This is an optimization exercise on Yosys and OpenROAD, whose aim is small area, a short achievable clock period and few clock cycles per item, not a production implementation.
The RTL was checked by simulation tests, not by an equivalence proof against the original design.
Power figures rest on the tool's default switching activity, not on a simulated workload.

==> nickel: inputs <==
==> flow/design.v <==
`timescale 1ns/1ps
`default_nettype none
module rv_decode
(
    input  logic        clk,
    input  logic        reset,
    input  logic        instr_valid,
    input  logic [31:0] instr,
    input  logic [31:0] instr_pc,
    input  logic        h_take,      
    output logic        h_valid,
    output logic [31:0] h_instr,
    output logic [31:0] h_pc
);
    logic        o_valid;
    logic [31:0] o_instr;
    logic [31:0] o_pc;
    logic        h_free;
    assign h_free = !h_valid || h_take;
    always_ff @(posedge clk) begin
        if (reset) begin
            h_valid <= 1'b0;
            o_valid <= 1'b0;
        end else begin
            if (h_free)
                h_valid <= o_valid || instr_valid;
            o_valid <= (o_valid && !h_free) || (instr_valid && (o_valid || !h_free));
        end
    end
    always_ff @(posedge clk) begin
        if (h_free) begin
            h_instr <= o_valid ? o_instr : instr;
            h_pc    <= o_valid ? o_pc : instr_pc;
        end
        if (instr_valid && (o_valid || !h_free)) begin
            o_instr <= instr;
            o_pc    <= instr_pc;
        end
    end
endmodule
`default_nettype wire
`timescale 1ns/1ps
`default_nettype none
module rv_execute
(
    input  logic [31:0] a,
    input  logic [31:0] b,        
    input  logic [4:0]  shamt,
    input  logic [8:0]  sel,      
    input  logic [31:0] pc,
    input  logic [19:0] timm,     
    input  logic [2:0]  f3,
    input  logic        sub,      
    input  logic        sra,      
    input  logic        k_alu,    
    input  logic        k_br,
    input  logic        k_jal,
    input  logic        k_jalr,
    output logic [31:0] value,
    output logic        taken,
    output logic [31:0] target
);
    logic [32:0] sum;
    logic        lt;
    logic        ltu;
    logic        eq;
    logic [31:0] sh_in;
    logic [31:0] shr;
    logic [31:0] shl;
    logic [31:0] pc4;
    logic [31:0] tsum;
    logic        cond;
    assign sum = {1'b0, a} + {1'b0, b} + {32'd0, sub};
    logic [31:0] cl [0:5];
    logic [31:0] ce [0:5];
    assign cl[0] = {1'b0, ~a[30:0] & ~b[30:0]};
    assign ce[0] = {1'b1, a[30:0] ^ b[30:0]};
    for (genvar l = 0; l < 5; l++) begin : g_cmp
        for (genvar i = 0; i < (32 >> (l + 1)); i++) begin : g_node
            assign cl[l+1][i] = cl[l][2*i+1] | (ce[l][2*i+1] & cl[l][2*i]);
            assign ce[l+1][i] = ce[l][2*i+1] & ce[l][2*i];
        end
        for (genvar i = (32 >> (l + 1)); i < 32; i++) begin : g_pad
            assign cl[l+1][i] = 1'b0;
            assign ce[l+1][i] = 1'b0;
        end
    end
    assign ltu = (~a[31] & ~b[31]) | ((a[31] ^ b[31]) & cl[5][0]);
    assign lt  = (a[31] & b[31]) | ((a[31] ^ b[31]) & cl[5][0]);
    assign eq  = (a[31] ^ b[31]) & ce[5][0];
    always_comb begin
        for (int i = 0; i < 32; i++)
            sh_in[i] = (f3[2] ? a[i] : a[31-i]);
    end
    assign shr = 32'($signed({sra & a[31], sh_in}) >>> shamt);
    always_comb begin
        for (int i = 0; i < 32; i++)
            shl[i] = shr[31-i];
    end
    assign pc4 = pc + 32'd4;
    assign value = ({32{sel[0]}} & sum[31:0]) |
                   ({32{sel[1]}} & shl) |
                   {31'd0, sel[2] & lt} |
                   {31'd0, sel[3] & ltu} |
                   ({32{sel[4]}} & (a ^ b)) |
                   ({32{sel[5]}} & shr) |
                   ({32{sel[6]}} & (a | b)) |
                   ({32{sel[7]}} & (a & b)) |
                   ({32{sel[8]}} & pc4);
    always_comb begin
        case (f3)
            3'd0: cond = eq;
            3'd1: cond = !eq;
            3'd4: cond = lt;
            3'd5: cond = !lt;
            3'd6: cond = ltu;
            default: cond = !ltu;
        endcase
        taken = (k_br && cond) || k_jal || k_jalr;
    end
    assign tsum = pc + {{11{timm[19]}}, timm, 1'b0};
    always_comb begin
        if (k_jalr)
            target = {sum[31:1], 1'b0};
        else if (k_br || k_jal)
            target = tsum;
        else
            target = '0;
    end
endmodule
`default_nettype wire
`timescale 1ns/1ps
`default_nettype none
module rv_result
(
    input  logic        clk,
    input  logic        reset,
    input  logic        we,
    input  logic [4:0]  waddr,
    input  logic [31:0] wdata,
    input  logic [4:0]  raddr1,
    input  logic [4:0]  raddr2,
    output logic [31:0] rdata1,
    output logic [31:0] rdata2
);
    logic [31:0] regs [1:31];
    logic [31:1] written;
    logic [31:1] wsel;
    always_comb begin
        for (int i = 1; i < 32; i++)
            wsel[i] = we && (waddr == 5'(i));
    end
    always_ff @(posedge clk) begin
        if (reset)
            written <= '0;
        else
            written <= written | wsel;
    end
    always_ff @(posedge clk) begin
        for (int i = 1; i < 32; i++)
            if (wsel[i])
                regs[i] <= wdata;
    end
    always_comb begin
        rdata1 = '0;
        rdata2 = '0;
        for (int i = 1; i < 32; i++) begin
            rdata1 = rdata1 | (regs[i] & {32{raddr1 == 5'(i) && written[i]}});
            rdata2 = rdata2 | (regs[i] & {32{raddr2 == 5'(i) && written[i]}});
        end
    end
endmodule
`default_nettype wire
`timescale 1ns/1ps
`default_nettype none
module rv_core
(
    input  logic                  clk,
    input  logic                  reset,
    input  logic                  instr_valid,
    input  logic [31:0]           instr,
    input  logic [32-1:0]   instr_pc,
    output logic                  in_credit,
    input  logic                  out_credit,
    output logic                  res_valid,
    output logic [5-1:0] res_rd,
    output logic [32-1:0]   res_value,
    output logic                  res_wb,
    output logic                  res_br_taken,
    output logic [32-1:0]   res_target,
    output logic [32-1:0]   res_pc,
    output logic                  res_illegal
);
    logic                    out_valid;
    logic [16-1:0] credits;
    logic                    out_adv;    
    logic                    e_valid;
    logic                    e_free;     
    logic                    h_valid;
    logic [31:0]             h_instr;
    logic [31:0]             h_pc;
    logic                    oc_q;       
    logic                    rv_q;       
    logic [16-1:0] credits_d;
    logic                    out_valid_d;
    assign res_valid   = rv_q;
    assign in_credit   = rv_q;
    assign out_adv     = !out_valid || rv_q;
    assign e_free      = !e_valid || out_adv;
    assign credits_d   = credits + 16'(oc_q) - 16'(rv_q);
    assign out_valid_d = out_adv ? e_valid : out_valid;
    always_ff @(posedge clk) begin
        if (reset) begin
            out_valid <= 1'b0;
            e_valid   <= 1'b0;
            credits   <= '0;
            oc_q      <= 1'b0;
            rv_q      <= 1'b0;
        end else begin
            out_valid <= out_valid_d;
            if (e_free)
                e_valid <= h_valid;
            credits <= credits_d;
            oc_q    <= out_credit;
            rv_q    <= out_valid_d && (credits_d != '0);
        end
    end
    rv_decode rv_decode_inst (
        .clk         (clk),
        .reset       (reset),
        .instr_valid (instr_valid),
        .instr       (instr),
        .instr_pc    (instr_pc),
        .h_take      (e_free),
        .h_valid     (h_valid),
        .h_instr     (h_instr),
        .h_pc        (h_pc)
    );
    logic [6:0]  h_opc;
    logic [2:0]  h_f3;
    logic        h_f7alt;
    logic [4:0]  h_rs1;
    logic [4:0]  h_rs2;
    logic        d_op, d_opimm, d_lui, d_br, d_jal, d_jalr;
    logic        d_alu;
    logic        d_use1, d_use2;
    logic [31:0] d_imm;       
    logic [19:0] d_timm;
    logic [2:0]  d_f3;
    logic        d_sub, d_sra;
    logic        d_wr;        
    assign h_opc   = h_instr[6:0];
    assign h_f3    = h_instr[14:12];
    assign h_f7alt = (h_instr[31:25] == 7'b0100000);
    assign h_rs1   = h_instr[19:15];
    assign h_rs2   = h_instr[24:20];
    assign d_op    = (h_opc == 7'b0110011);
    assign d_opimm = (h_opc == 7'b0010011);
    assign d_lui   = (h_opc == 7'b0110111);
    assign d_br    = (h_opc == 7'b1100011) && (h_f3[2:1] != 2'b01);
    assign d_jal   = (h_opc == 7'b1101111);
    assign d_jalr  = (h_opc == 7'b1100111);
    assign d_alu   = d_op || d_opimm || d_lui;
    assign d_use1  = d_op || d_opimm || d_br || d_jalr;
    assign d_use2  = d_op || d_br;
    assign d_wr    = (d_alu || d_jal || d_jalr) && (h_instr[11:7] != 5'd0);
    assign d_imm   = d_lui ? {h_instr[31:12], 12'b0} : {{20{h_instr[31]}}, h_instr[31:20]};
    assign d_timm  = d_br ? {{9{h_instr[31]}}, h_instr[7], h_instr[30:25], h_instr[11:8]}
                          : {h_instr[31], h_instr[19:12], h_instr[20], h_instr[30:21]};
    assign d_f3    = d_lui ? 3'd0 : h_f3;
    assign d_sub   = d_br || (d_op && h_f3 == 3'd0 && h_f7alt) ||
                     ((d_op || d_opimm) && h_f3[2:1] == 2'b01);
    assign d_sra   = h_f7alt && h_f3 == 3'd5;
    logic [31:0] e_a;
    logic [31:0] e_b;
    logic [31:0] e_pc;
    logic [19:0] e_timm;
    logic [4:0]  e_rd;
    logic [2:0]  e_f3;
    logic        e_sub, e_sra;
    logic [4:0]  e_shamt;
    logic [8:0]  e_sel;
    logic        e_alu, e_br, e_jal, e_jalr, e_ill, e_wr;
    logic [8:0]  d_sel;
    logic [31:0] x_value;
    logic        x_taken;
    logic [31:0] x_target;
    logic [31:0] rf_a;
    logic [31:0] rf_b;
    logic        fwd_a, fwd_b;
    logic [31:0] n_a, n_b;
    logic wb_pend;
    always_ff @(posedge clk) begin
        if (reset)
            wb_pend <= 1'b0;
        else
            wb_pend <= e_valid && out_adv && e_wr;
    end
    rv_result rv_regfile_inst (
        .clk    (clk),
        .reset  (reset),
        .we     (wb_pend),
        .waddr  (res_rd),
        .wdata  (res_value),
        .raddr1 (h_rs1),
        .raddr2 (h_rs2),
        .rdata1 (rf_a),
        .rdata2 (rf_b)
    );
    logic        fwd_oa, fwd_ob;
    logic [31:0] r_a, r_b;
    assign fwd_a  = e_valid && e_wr && (e_rd == h_rs1) && d_use1;
    assign fwd_b  = e_valid && e_wr && (e_rd == h_rs2) && d_use2;
    assign fwd_oa = wb_pend && (res_rd == h_rs1);
    assign fwd_ob = wb_pend && (res_rd == h_rs2);
    assign r_a    = fwd_oa ? res_value : rf_a;
    assign r_b    = fwd_ob ? res_value : rf_b;
    assign n_a    = fwd_a ? x_value : (d_use1 ? r_a : '0);
    assign n_b    = fwd_b ? x_value : (d_use2 ? r_b : d_imm);
    always_comb begin
        d_sel = '0;
        if (d_alu)
            d_sel[d_f3] = 1'b1;
        d_sel[8] = d_jal || d_jalr;
    end
    always_ff @(posedge clk) begin
        if (e_free) begin
            e_a    <= n_a;
            e_b    <= n_b ^ {32{d_sub}};
            e_shamt <= n_b[4:0];
            e_sel  <= d_sel;
            e_pc   <= h_pc;
            e_timm <= d_timm;
            e_rd   <= h_instr[11:7];
            e_f3   <= d_f3;
            e_sub  <= d_sub;
            e_sra  <= d_sra;
            e_alu  <= d_alu;
            e_br   <= d_br;
            e_jal  <= d_jal;
            e_jalr <= d_jalr;
            e_ill  <= !(d_alu || d_br || d_jal || d_jalr);
            e_wr   <= d_wr;
        end
    end
    rv_execute rv_execute_inst (
        .a      (e_a),
        .b      (e_b),
        .pc     (e_pc),
        .timm   (e_timm),
        .f3     (e_f3),
        .sub    (e_sub),
        .shamt  (e_shamt),
        .sel    (e_sel),
        .sra    (e_sra),
        .k_alu  (e_alu),
        .k_br   (e_br),
        .k_jal  (e_jal),
        .k_jalr (e_jalr),
        .value  (x_value),
        .taken  (x_taken),
        .target (x_target)
    );
    always_ff @(posedge clk) begin
        if (out_adv) begin
            res_rd       <= e_rd;
            res_value    <= x_value;
            res_wb       <= e_alu || e_jal || e_jalr;
            res_br_taken <= x_taken;
            res_target   <= x_target;
            res_pc       <= e_pc;
            res_illegal  <= e_ill;
        end
    end
endmodule
`default_nettype wire
==> flow/flow/run.sh <==
#!/bin/bash
# Own layout flow: the standard layout (standard.sh, unchanged synthesis) with some
# placement, clock tree and repair settings changed:
#  - ports are buffered with sky130_fd_sc_hd__buf_2 instead of the default delay buffer
#  - clock tree: clkbuf_8 buffers, sinks clustered by 16 within 50 um, no dummy loads
# The clock period and constraints are the standard flow's own (constraint.sdc, config.mk).
# make's output goes to make_finish.log; each ORFS step logs under orfs/logs/.
set -euo pipefail
bash standard.sh SETUP_SLACK_MARGIN=5.5 \
  'BUFFER_PORTS_ARGS=-buffer_cell sky130_fd_sc_hd__buf_2' \
  'CTS_ARGS=-sink_clustering_enable -repair_clock_nets -sink_clustering_size 16 -sink_clustering_max_diameter 50 -buf_list sky130_fd_sc_hd__clkbuf_8 -dont_use_dummy_load' \
  finish > make_finish.log 2>&1
==> flow/standard.sh <==
#!/bin/bash
# synth_recipe.tcl (not shown) runs the flow's synth.tcl, then flattens the netlist and writes it again
# the make line also repeats each setting of config.mk as NAME=value (left out here)
make -C /OpenROAD-flow-scripts/flow DESIGN_CONFIG=/design/flow/config.mk WORK_HOME=/design/flow/orfs CLKGATE_MAP_FILE= SYNTH_SCRIPT=/design/flow/synth_recipe.tcl "${@:-finish}"
==> flow/config.mk <==
export PLATFORM = sky130hd
export DESIGN_NAME = rv_core
export DESIGN_NICKNAME = rv_core
export VERILOG_FILES = /design/flow/design.v
export SDC_FILE = /design/flow/constraint.sdc
export NUM_CORES = 4
export LEC_CHECK = 0
export CAP_MARGIN = 20
export CORE_MARGIN = 2
export CORE_UTILIZATION = 40
export PLACE_DENSITY = 0.6
export SETUP_SLACK_MARGIN = 5
export SLEW_MARGIN = 20
==> flow/constraint.sdc <==
create_clock -name core_clock -period 9.0 [get_ports {clk}]
set_input_delay 1.8000 -clock core_clock [delete_from_list [all_inputs] [get_ports {clk}]]
set_output_delay 1.8000 -clock core_clock [all_outputs]
set_load 0.01 [all_outputs]
==> sierra (differences from nickel) <==
==> flow/run.sh (new file) <==
#!/bin/bash
# synth_recipe.tcl (not shown) runs the flow's synth.tcl, then flattens the netlist and writes it again
# the make line also repeats each setting of config.mk as NAME=value (left out here)
make -C /OpenROAD-flow-scripts/flow DESIGN_CONFIG=/design/flow/config.mk WORK_HOME=/design/flow/orfs CLKGATE_MAP_FILE= SYNTH_SCRIPT=/design/flow/synth_recipe.tcl finish
removed: flow/flow/run.sh
removed: flow/standard.sh
==> notes.md <==
outcome complete, no violations; post-DR wirelength/cell between 40 and 50 um; Sequential Area 42200 um^2; met1 GRT Util 0.432; hold path start rv_decode_inst.h_pc[20]$_DFFE_PP_; reported net switching power roughly 0.0033 W; count of plain and timing-repair buffers between 700 and 800; GR met3 Demand/Resource 0.173
[end of results for nickel]
==> notes.md <==
outcome complete, no violations; Sequential Area around 42000 um^2; met2 Usage GRT 0.512; iteration-0 DRC count of the detailed router approximately 13000; count of plain and timing-repair buffers between 400 and 500; post-DR wirelength/cell around 42 um; reported net switching power approximately 0.0038 W; Sw Ratio 0.247; clock buffer count from CTS about 150; count leader, synth edfxtp_1; hold path start e_ill$_DFFE_PP_; number of max-cap violations 0
[end of results for sierra]
Testbench counts of nickel, summed over its fixed seeds: cycles 16,024, instrs 16,000.
Testbench counts of sierra, summed over its fixed seeds: cycles 16,024, instrs 16,000.

## separate check: timing with driven ports
Ports are ideal in the flow. The routed layouts listed here were re-timed in OpenROAD.
Step 1 sets driving cells, clkbuf_16 on the clock port and buf_2 on the other inputs (assumed; they add their load-dependent delay and slew).
Step 2 times the ports against the registers' clock, not the clock port: input delays grow and output delays shrink by t, the midpoint of the rising clock arrivals with the driver on.
Three values: no drivers, after step 1, after step 2; two values: the first two.
run	shift t [ns]	setup WS [ns]	worst setup path at the end	worst slew at a driven data input, ns
nickel	0.962	5.212 / 5.212 / 5.212	register to register	0.05
sierra	0.890	4.753 / 4.753 / 4.753	register to register	0.05
After both steps setup and hold are still met in every run listed.
